This is an optimization exercise on Yosys and OpenROAD, whose aim is small area, a short achievable clock period and few clock cycles, not a production implementation.
At most, simulation tests tie the RTL to the original design; equivalence was not proved.
Power figures rest on the tool's default switching activity, not on a simulated workload.

Design access_rights_table_unit, start of the top module:
module access_rights_table_unit
#(
  parameter int unsigned ENTRIES      = art_pkg::ENTRIES_DEF,
  parameter int unsigned MAX_SUBJECTS = art_pkg::MAX_SUBJECTS_DEF,
  parameter int unsigned MAX_OBJECTS  = art_pkg::MAX_OBJECTS_DEF
) (
  input  logic             clk_i,
  input  logic             rst_ni,
  input  logic             cfg_we_i,
  input  logic             cfg_idx_i,
  input  logic [art_pkg::CFG_W-1:0] cfg_data_i,
  input  logic             s_axis_tvalid,
  output logic             s_axis_tready,
  input  logic [15:0]      s_axis_tdata,   
  output logic             m_axis_tvalid,
  input  logic             m_axis_tready,
  output logic [31:0]      m_axis_tdata,   
  output logic             m_axis_tlast
);
Size: ~4000 cells after synthesis, about 760 flip-flops, roughly 62 I/O pins.
==> flow/config.mk <==
export PLATFORM = sky130hd
export DESIGN_NAME = access_rights_table_unit
export DESIGN_NICKNAME = access_rights_table_unit
export VERILOG_FILES = /design/flow/design.v
export SDC_FILE = /design/flow/constraint.sdc
export NUM_CORES = 4
export LEC_CHECK = 0
export CAP_MARGIN = 20
export CORE_MARGIN = 2
export CORE_UTILIZATION = 40
export CTS_CLUSTER_DIAMETER = 80
export CTS_CLUSTER_SIZE = 30
export PLACE_DENSITY = 0.6
export SETUP_SLACK_MARGIN = 3.5
export SLEW_MARGIN = 20
==> flow/constraint.sdc <==
create_clock -name core_clock -period 8.0 [get_ports {clk_i}]
set_input_delay 1.6000 -clock core_clock [delete_from_list [all_inputs] [get_ports {clk_i}]]
set_output_delay 1.6000 -clock core_clock [all_outputs]
set_load 0.01 [all_outputs]
run.sh (not shown) runs the stock make flow with config.mk's settings and CLKGATE_MAP_FILE= SYNTH_SCRIPT=/design/flow/synth_recipe.tcl, a recipe that flattens the netlist after the stock synthesis.
Change:
Settings changed: CAP_MARGIN 20 to 5, SETUP_SLACK_MARGIN 3.5 to 3.3, SLEW_MARGIN 20 to 5.
Outcome:
- The new run went through all stages and came out clean
- final area falls by 4.3%
- register-to-register slack loses 0.15 ns
- count of clock-buffer cells in the layout rises by 2
- non-clock buffer count falls by 85
Change:
Settings changed: CAP_MARGIN 5 to 20, SLEW_MARGIN 5 to 20.
=>
- synthesized area does not change
- clock-buffer cell count is unchanged
- sequential power hardly moves
- cell area stays flat
- cell count barely changes
- clock power hardly moves
- via count stays flat
- register-to-register slack gets better by 0.07 ns
- sequential share of layout area stays flat
- fmax rose by 1.5%
- critical path depth fell by 1
No functional check of the RTL was part of any run of this note.

---

Another version of the RTL of access_rights_table_unit (not shown whole).
Size in the first run: roughly 4100 cells after synthesis, roughly 62 I/O pins.
clock: 8.0 ns
lec_check: 0
cap_margin: 20
core_margin: 2
core_utilization: 40
place_density: 0.6
setup_slack_margin: 3.0
slew_margin: 20
Then changed:
TNS_END_PERCENT = 20   (was default)
After rerunning:
- worst setup slack gets worse by 0.092 ns
- register-to-register slack gets worse by 0.09 ns
- clock-buffer cell count does not change
Function was not checked in any run of this note: the RTL went through the layout flow alone.

---

Another version of the RTL of access_rights_table_unit (not shown whole).
For scale: ~4,100 cells after synthesis, ~800 flip-flops, about 62 I/O pins, ~46,000 sq um of cells after synthesis.
Settings: LEC_CHECK=0, CAP_MARGIN=20, CORE_MARGIN=2, CORE_UTILIZATION=40, CTS_CLUSTER_DIAMETER=60, CTS_CLUSTER_SIZE=24, PLACE_DENSITY=0.6, SETUP_SLACK_MARGIN=3.0, SLEW_MARGIN=20; clock period 8.0 ns.
Testbench counts at the start, summed over its fixed seeds: cycles 7,894.
Rerun with:
--- a/flow/config.mk
+++ b/flow/config.mk
@@ -9,6 +9,4 @@
 export CORE_MARGIN = 2
 export CORE_UTILIZATION = 40
-export CTS_CLUSTER_DIAMETER = 60
-export CTS_CLUSTER_SIZE = 24
 export PLACE_DENSITY = 0.6
 export SETUP_SLACK_MARGIN = 3.0
After rerunning:
- The changed run completed without violations
- sequential power grows by about 0.8%
- wire length is about the same
- area after synthesis stays the same
- non-clock buffer count shrinks by 18
- final cell count is about the same

---

Setup of v6:
access_rights_table_unit, a different RTL version from the one above (not shown whole).
Size in the first run: roughly 3900 cells after synthesis.
## access_rights_table_unit
module access_rights_table_unit
#(
  parameter int unsigned ENTRIES      = art_pkg::ENTRIES_DEF,
  parameter int unsigned MAX_SUBJECTS = art_pkg::MAX_SUBJECTS_DEF,
  parameter int unsigned MAX_OBJECTS  = art_pkg::MAX_OBJECTS_DEF
) (
  input  logic             clk_i,
  input  logic             rst_ni,
  input  logic             cfg_we_i,
  input  logic             cfg_idx_i,
  input  logic [art_pkg::CFG_W-1:0] cfg_data_i,
  input  logic             s_axis_tvalid,
  output logic             s_axis_tready,
  input  logic [15:0]      s_axis_tdata,   
  output logic             m_axis_tvalid,
  input  logic             m_axis_tready,
  output logic [31:0]      m_axis_tdata,   
  output logic             m_axis_tlast
);
  localparam int N = 64;
  logic        hv_q, sv_q;           
  logic [12:0] sc_q;                 
  logic [12:3] hc_q;                 
  logic        push, pop, load;
  assign s_axis_tready = !sv_q;
  assign push = s_axis_tvalid && !sv_q;
  assign load = pop || (push && !hv_q);
  logic [3:0] cs, co;
  logic [1:0] cm;
  assign cs   = hc_q[6:3];
  assign co   = hc_q[10:7];
  assign cm   = hc_q[12:11];
  logic m_add, m_rem, m_new, m_del, m_occ, m_list;
  logic [12:0] nh;
  logic [3:0]  hi_d;
  always_comb begin
    nh = sv_q ? sc_q : s_axis_tdata[12:0];
    if (nh[2:0] == art_pkg::MODE_OCC) nh[6:3] = hi_d;
  end
  logic [3:0] subj_q [0:N-1];
  logic [3:0] obj_q  [0:N-1];
  logic [1:0] rts_q  [0:N-1];
  logic [6:0] count_q;               
  logic       cinc_q, cdec_q;        
  ...
clock: 8.0 ns
lec_check: 0
cap_margin: 20
core_margin: 2
core_utilization: 40
cts_cluster_diameter: 80
cts_cluster_size: 30
place_density: 0.6
setup_slack_margin: 3.2
slew_margin: 20
v6: done, clean on timing, DRC and antenna
Testbench counts of v6, summed over its fixed seeds: cycles 7,924.
> inputs changed (v6 -> v7)
- a change of SETUP_SLACK_MARGIN from 3.2 to 3.3
- a change of PLACE_DENSITY from 0.6 to 0.65
- a change of CORE_UTILIZATION from 40 to 45
Results
Relative to v6, clock share of power has decreased by 0.8 points in v7. Comparing v7 and v6, the higher maximum frequency was measured on v7. v6 → v7: final-layout non-clock buffer area share picked up an extra 0.39 points; final cell count saw a decrease; floorplan row count has decreased; detailed-route via count climbed 1.3%; static leakage went up. Launching instance or port of the critical path = hc_q[7]: v7; launching instance or port of the critical path = ptr_q[1]: v6. Summary of v7 over v6: non-clock buffer count rose 3.8%; wire length saw a decrease.

==> what the ideal ports hide <==
No port has a modelled driver above. Below, the same layouts with a new extraction and two added sets of constraints.
Step 1 sets driving cells, clkbuf_16 on the clock port and buf_2 on the other inputs (assumed; they add their load-dependent delay and slew).
Step 2 times the ports against the registers' clock, not the clock port: input delays grow and output delays shrink by t, the midpoint of the rising clock arrivals with the driver on.
Slacks: ideal / step 1 / step 2; pairs: ideal / step 1.
run	t, ns	setup WS [ns]	worst setup path after step 2	worst slew at a driven data input, ns	pins driven straight from the clock port
the first run of note 1	0.757	3.242 / 3.242 / 2.778	input to register	0.06	1
the second run of note 1	0.751	3.097 / 3.097 / 2.728	input to register	0.05	1
the third run of note 1	0.748	3.168 / 3.168 / 2.732	input to register	0.05	1
the first run of note 2	0.755	2.961 / 2.961 / 2.961	register to register	0.05	1
the second run of note 2	0.755	2.869 / 2.869 / 2.869	register to register	0.05	1
the first run of note 3	0.752	2.961 / 2.961 / 2.961	register to register	0.08	1
the second run of note 3	0.758	2.980 / 2.980 / 2.980	register to register	0.08	1
v6	0.738	3.057 / 3.057 / 2.652	input to register	0.09	1
v7	0.712	3.123 / 3.123 / 2.755	input to register	0.05	1
After both steps every run listed still meets setup and hold. The setup slack of the first run of note 1, which loses most, moves by 0.000 ns with the drivers and by -0.464 ns with both steps.
